Background: an optimization exercise with open tools, aiming at small area. Do not read the settings as production practice.
Function was checked by simulation only, so behaviour that the tests miss may differ from the original.

==> flow/design.v (excerpt) <==
module avst_pkt_gen #(
  parameter int          DATA_WIDTH  = 512,
  parameter int          EMPTY_WIDTH = 6,
  parameter int          LEN_WIDTH   = 16,
  parameter logic [31:0] SEED        = 32'h2022_0001
) (
  input  logic                 clk,
  input  logic                 rst_n,
  input  logic                 start_i,
  input  logic [15:0]          cfg_num_pkts_i,
  input  logic [LEN_WIDTH-1:0] cfg_len_i,
  input  logic                 cfg_rand_len_i,
  input  logic [7:0]           cfg_gap_i,
  output logic [DATA_WIDTH-1:0]  src_data,
  output logic                   src_valid,
  input  logic                   src_ready,
  output logic                   src_sop,
  output logic                   src_eop,
  output logic [EMPTY_WIDTH-1:0] src_empty,
  output logic                 busy_o,
  output logic                 done_o,
  output logic [15:0]          pkt_count_o
);
Size: roughly 2000 cells after synthesis, roughly 580 I/O pins.
export LEC_CHECK = 0
export CAP_MARGIN = 20
export CORE_MARGIN = 2
export CORE_UTILIZATION = 40
export CTS_BUF_LIST = sky130_fd_sc_hd__clkbuf_8
export GPL_TIMING_DRIVEN = 1
export SETUP_SLACK_MARGIN = -1.0
export SLEW_MARGIN = 20
export SYNTH_HIERARCHICAL = 1
create_clock -name core_clock -period 28.0 [get_ports {clk}]
standard.sh (not shown) runs the stock make flow with config.mk's settings and CLKGATE_MAP_FILE= SYNTH_SCRIPT=/design/flow/synth_recipe.tcl, a recipe that flattens the netlist after the stock synthesis.
==> flow/flow/run.sh <==
#!/bin/bash
# Own layout flow: the standard ORFS flow (standard.sh), with these changes.
#  - Synthesis keeps the remainder array as its own module (SYNTH_HIERARCHICAL 1
#    in config.mk). ABC maps that module with flow/abc_speed.script (area mapping
#    with a small delay weight, then gate sizing to a delay target) and the rest of the design with
#    flow/abc_area_top.script (AIG size reduction with &deepsyn, then area
#    mapping); see flow/abc_split.tcl. Yosys keeps its own adder mapping (no
#    Kogge-Stone $lcu map, no full/half adder cell extraction). Everything before
#    ABC, and so every register, is the standard synthesis's.
#  - The port buffers that global placement puts on every input and output are
#    sky130_fd_sc_hd__buf_1.
set -euo pipefail
here=$(pwd)
rm -rf "$here/orfs_scripts"
cp -r "$FLOW_HOME/scripts" "$here/orfs_scripts"
cp "$here/flow/abc_speed.script" "$here/flow/abc_area_top.script" "$here/flow/abc_split.tcl" "$here/orfs_scripts/"
grep -q '^  log_cmd abc {\*}\$abc_args$' "$here/orfs_scripts/synth.tcl"
sed -i 's|^  log_cmd abc {\*}\$abc_args$|  source $::env(SCRIPTS_DIR)/abc_split.tcl|' "$here/orfs_scripts/synth.tcl"
export SCRIPTS_DIR="$here/orfs_scripts"
export BUFFER_PORTS_ARGS="-buffer_cell sky130_fd_sc_hd__buf_1"
export SYNTH_OPERATIONS_ARGS="-nofsm"
export ADDER_MAP_FILE=""
export CTS_ARGS="-sink_clustering_enable -repair_clock_nets -buf_list sky130_fd_sc_hd__clkbuf_8 -dont_use_dummy_load"
bash standard.sh finish > standard_flow.log 2>&1
==> flow/flow/abc_area_top.script <==
strash
dc2
strash
&get -n
&deepsyn -T 20
&put
dch -f
amap
topo
==> flow/flow/abc_speed.script <==
strash
&get -n
&fraig -x
&put
scorr
dc2
strash
dch -f
amap -Q 0.3
topo
buffer -c
upsize -D 18000
dnsize -D 18000
==> flow/flow/abc_split.tcl <==
# Own flow: ABC maps the remainder array (module avst_pkt_gen_urem, kept apart by
# SYNTH_HIERARCHICAL 1) with a delay target (abc_speed.script), then the rest of
# the design for area (abc_area_top.script). Registers were mapped before this.
set abc_rest [lrange $abc_args 2 end]
log_cmd abc -script $::env(SCRIPTS_DIR)/abc_speed.script {*}$abc_rest avst_pkt_gen_urem
log_cmd abc -script $::env(SCRIPTS_DIR)/abc_area_top.script {*}$abc_rest
The baseline produced a clean layout.
Then changed:
==> flow/run.sh (new file) <==
#!/bin/bash
# synth_recipe.tcl (not shown) runs the flow's synth.tcl, then flattens the netlist and writes it again
# the make line also repeats each setting of config.mk as NAME=value (left out here)
make -C /OpenROAD-flow-scripts/flow DESIGN_CONFIG=/design/flow/config.mk WORK_HOME=/design/flow/orfs CLKGATE_MAP_FILE= SYNTH_SCRIPT=/design/flow/synth_recipe.tcl finish
--- a/flow/config.mk
+++ b/flow/config.mk
@@ -12,2 +12 @@
-export GPL_TIMING_DRIVEN = 1
-export SETUP_SLACK_MARGIN = -1.0
+export SETUP_SLACK_MARGIN = -0.5
@@ -15 +13,0 @@
-export SYNTH_HIERARCHICAL = 1
removed: flow/flow/run.sh
removed: flow/flow/abc_area_top.script
removed: flow/flow/abc_speed.script
removed: flow/flow/abc_split.tcl
removed: flow/standard.sh
What happened:
- clock skew falls by 16 ps
- cell area goes up by well over a third
- die area goes up by a quarter to a third
- sequential share of layout area falls by 6.2 points
- core utilization goes up by 5.2 points
- cell count went up by about a fifth
- area after synthesis came out higher by a quarter to a third
- first-iteration DRC count is higher by a quarter to a third
Then changed:
==> flow/flow/run.sh (new file) <==
#!/bin/bash
# Own layout flow: the standard ORFS flow (standard.sh), with these changes.
#  - Synthesis keeps the remainder array as its own module (SYNTH_HIERARCHICAL 1
#    in config.mk). ABC maps that module with flow/abc_speed.script (area mapping
#    with a small delay weight, then gate sizing to a delay target) and the rest of the design with
#    flow/abc_area_top.script (AIG size reduction with &deepsyn, then area
#    mapping); see flow/abc_split.tcl. Yosys keeps its own adder mapping (no
#    Kogge-Stone $lcu map, no full/half adder cell extraction). Everything before
#    ABC, and so every register, is the standard synthesis's.
#  - The port buffers that global placement puts on every input and output are
#    sky130_fd_sc_hd__buf_1.
set -euo pipefail
here=$(pwd)
rm -rf "$here/orfs_scripts"
cp -r "$FLOW_HOME/scripts" "$here/orfs_scripts"
cp "$here/flow/abc_speed.script" "$here/flow/abc_area_top.script" "$here/flow/abc_split.tcl" "$here/orfs_scripts/"
grep -q '^  log_cmd abc {\*}\$abc_args$' "$here/orfs_scripts/synth.tcl"
sed -i 's|^  log_cmd abc {\*}\$abc_args$|  source $::env(SCRIPTS_DIR)/abc_split.tcl|' "$here/orfs_scripts/synth.tcl"
export SCRIPTS_DIR="$here/orfs_scripts"
export BUFFER_PORTS_ARGS="-buffer_cell sky130_fd_sc_hd__buf_1"
export SYNTH_OPERATIONS_ARGS="-nofsm"
export ADDER_MAP_FILE=""
export CTS_ARGS="-sink_clustering_enable -repair_clock_nets -buf_list sky130_fd_sc_hd__clkbuf_8 -dont_use_dummy_load"
bash standard.sh finish > standard_flow.log 2>&1
==> flow/flow/abc_area_top.script (new file) <==
strash
dc2
strash
&get -n
&deepsyn -T 20
&put
dch -f
amap
topo
==> flow/flow/abc_speed.script (new file) <==
strash
&get -n
&fraig -x
&put
scorr
dc2
strash
dch -f
amap -Q 0.3
topo
buffer -c
upsize -D 18000
dnsize -D 18000
==> flow/flow/abc_split.tcl (new file) <==
# Own flow: ABC maps the remainder array (module avst_pkt_gen_urem, kept apart by
# SYNTH_HIERARCHICAL 1) with a delay target (abc_speed.script), then the rest of
# the design for area (abc_area_top.script). Registers were mapped before this.
set abc_rest [lrange $abc_args 2 end]
log_cmd abc -script $::env(SCRIPTS_DIR)/abc_speed.script {*}$abc_rest avst_pkt_gen_urem
log_cmd abc -script $::env(SCRIPTS_DIR)/abc_area_top.script {*}$abc_rest
==> flow/standard.sh (new file) <==
#!/bin/bash
# synth_recipe.tcl (not shown) runs the flow's synth.tcl, then flattens the netlist and writes it again
# the make line also repeats each setting of config.mk as NAME=value (left out here)
make -C /OpenROAD-flow-scripts/flow DESIGN_CONFIG=/design/flow/config.mk WORK_HOME=/design/flow/orfs CLKGATE_MAP_FILE= SYNTH_SCRIPT=/design/flow/synth_recipe.tcl "${@:-finish}"
--- a/flow/config.mk
+++ b/flow/config.mk
@@ -11,0 +12 @@
+export GPL_TIMING_DRIVEN = 1
@@ -13,0 +15 @@
+export SYNTH_HIERARCHICAL = 1
removed: flow/run.sh
Result: Via count fell by about a fifth; maximum frequency shrinks by a few percent; worst hold slack is worse by 10 ps; worst setup slack is worse by 1300 ps; sequential share of layout area came out higher by 6.0 points; wire length is lower by about a fifth; register-to-register slack degrades by 3600 ps; die area falls by a quarter to a third; critical path depth climbs by 69.
Then changed:
==> flow/run.sh (new file) <==
#!/bin/bash
# synth_recipe.tcl (not shown) runs the flow's synth.tcl, then flattens the netlist and writes it again
# the make line also repeats each setting of config.mk as NAME=value (left out here)
make -C /OpenROAD-flow-scripts/flow DESIGN_CONFIG=/design/flow/config.mk WORK_HOME=/design/flow/orfs CLKGATE_MAP_FILE= SYNTH_SCRIPT=/design/flow/synth_recipe.tcl finish
--- a/flow/config.mk
+++ b/flow/config.mk
@@ -7,0 +8 @@
+export ABC_AREA = 1
@@ -12 +12,0 @@
-export GPL_TIMING_DRIVEN = 1
removed: flow/flow/run.sh
removed: flow/flow/abc_area_top.script
removed: flow/flow/abc_speed.script
removed: flow/flow/abc_split.tcl
removed: flow/standard.sh
Design area increases by 50%.
Via count grows by 26%.
First-iteration DRC count increases by about 34%.
Global-route usage is lower by 1.1 points.
Die area climbs by 37%.
Count of clock-buffer cells in the layout grows by 1.

re-timing with driven ports:
No port has a modelled driver above. Below, the same layouts with a new extraction and two added sets of constraints.
Step 1 assumes that a clkbuf_16 drives the clock port and a buf_2 every other input.
Step 2 moves the port delays by t, midway between the first and last clock arrival at a register: inputs arrive t later, outputs are due t later. That takes back most of the time a late clock gives input paths.
a / b / c = ideal / step 1 / step 2; a / b = the first two.
run	t (ns)	setup slack, ns	latest minus earliest clock arrival (ns)	worst data-port slew with drivers (ns)	pins driven straight from the clock port
the first run	0.484	0.931 / 0.958 / 0.474	0.045 / 0.045	0.06	1
the second run	0.495	2.600 / 2.619 / 2.124	0.021 / 0.021	0.11	1
the third run	0.490	1.265 / 1.292 / 0.802	0.046 / 0.045	0.06	1
the fourth run	0.506	5.818 / 5.839 / 5.333	0.013 / 0.013	0.07	1
After both steps every run listed still meets setup and hold. The setup slack of the fourth run, which loses most, moves by +0.021 ns with the drivers and by -0.485 ns with both steps.
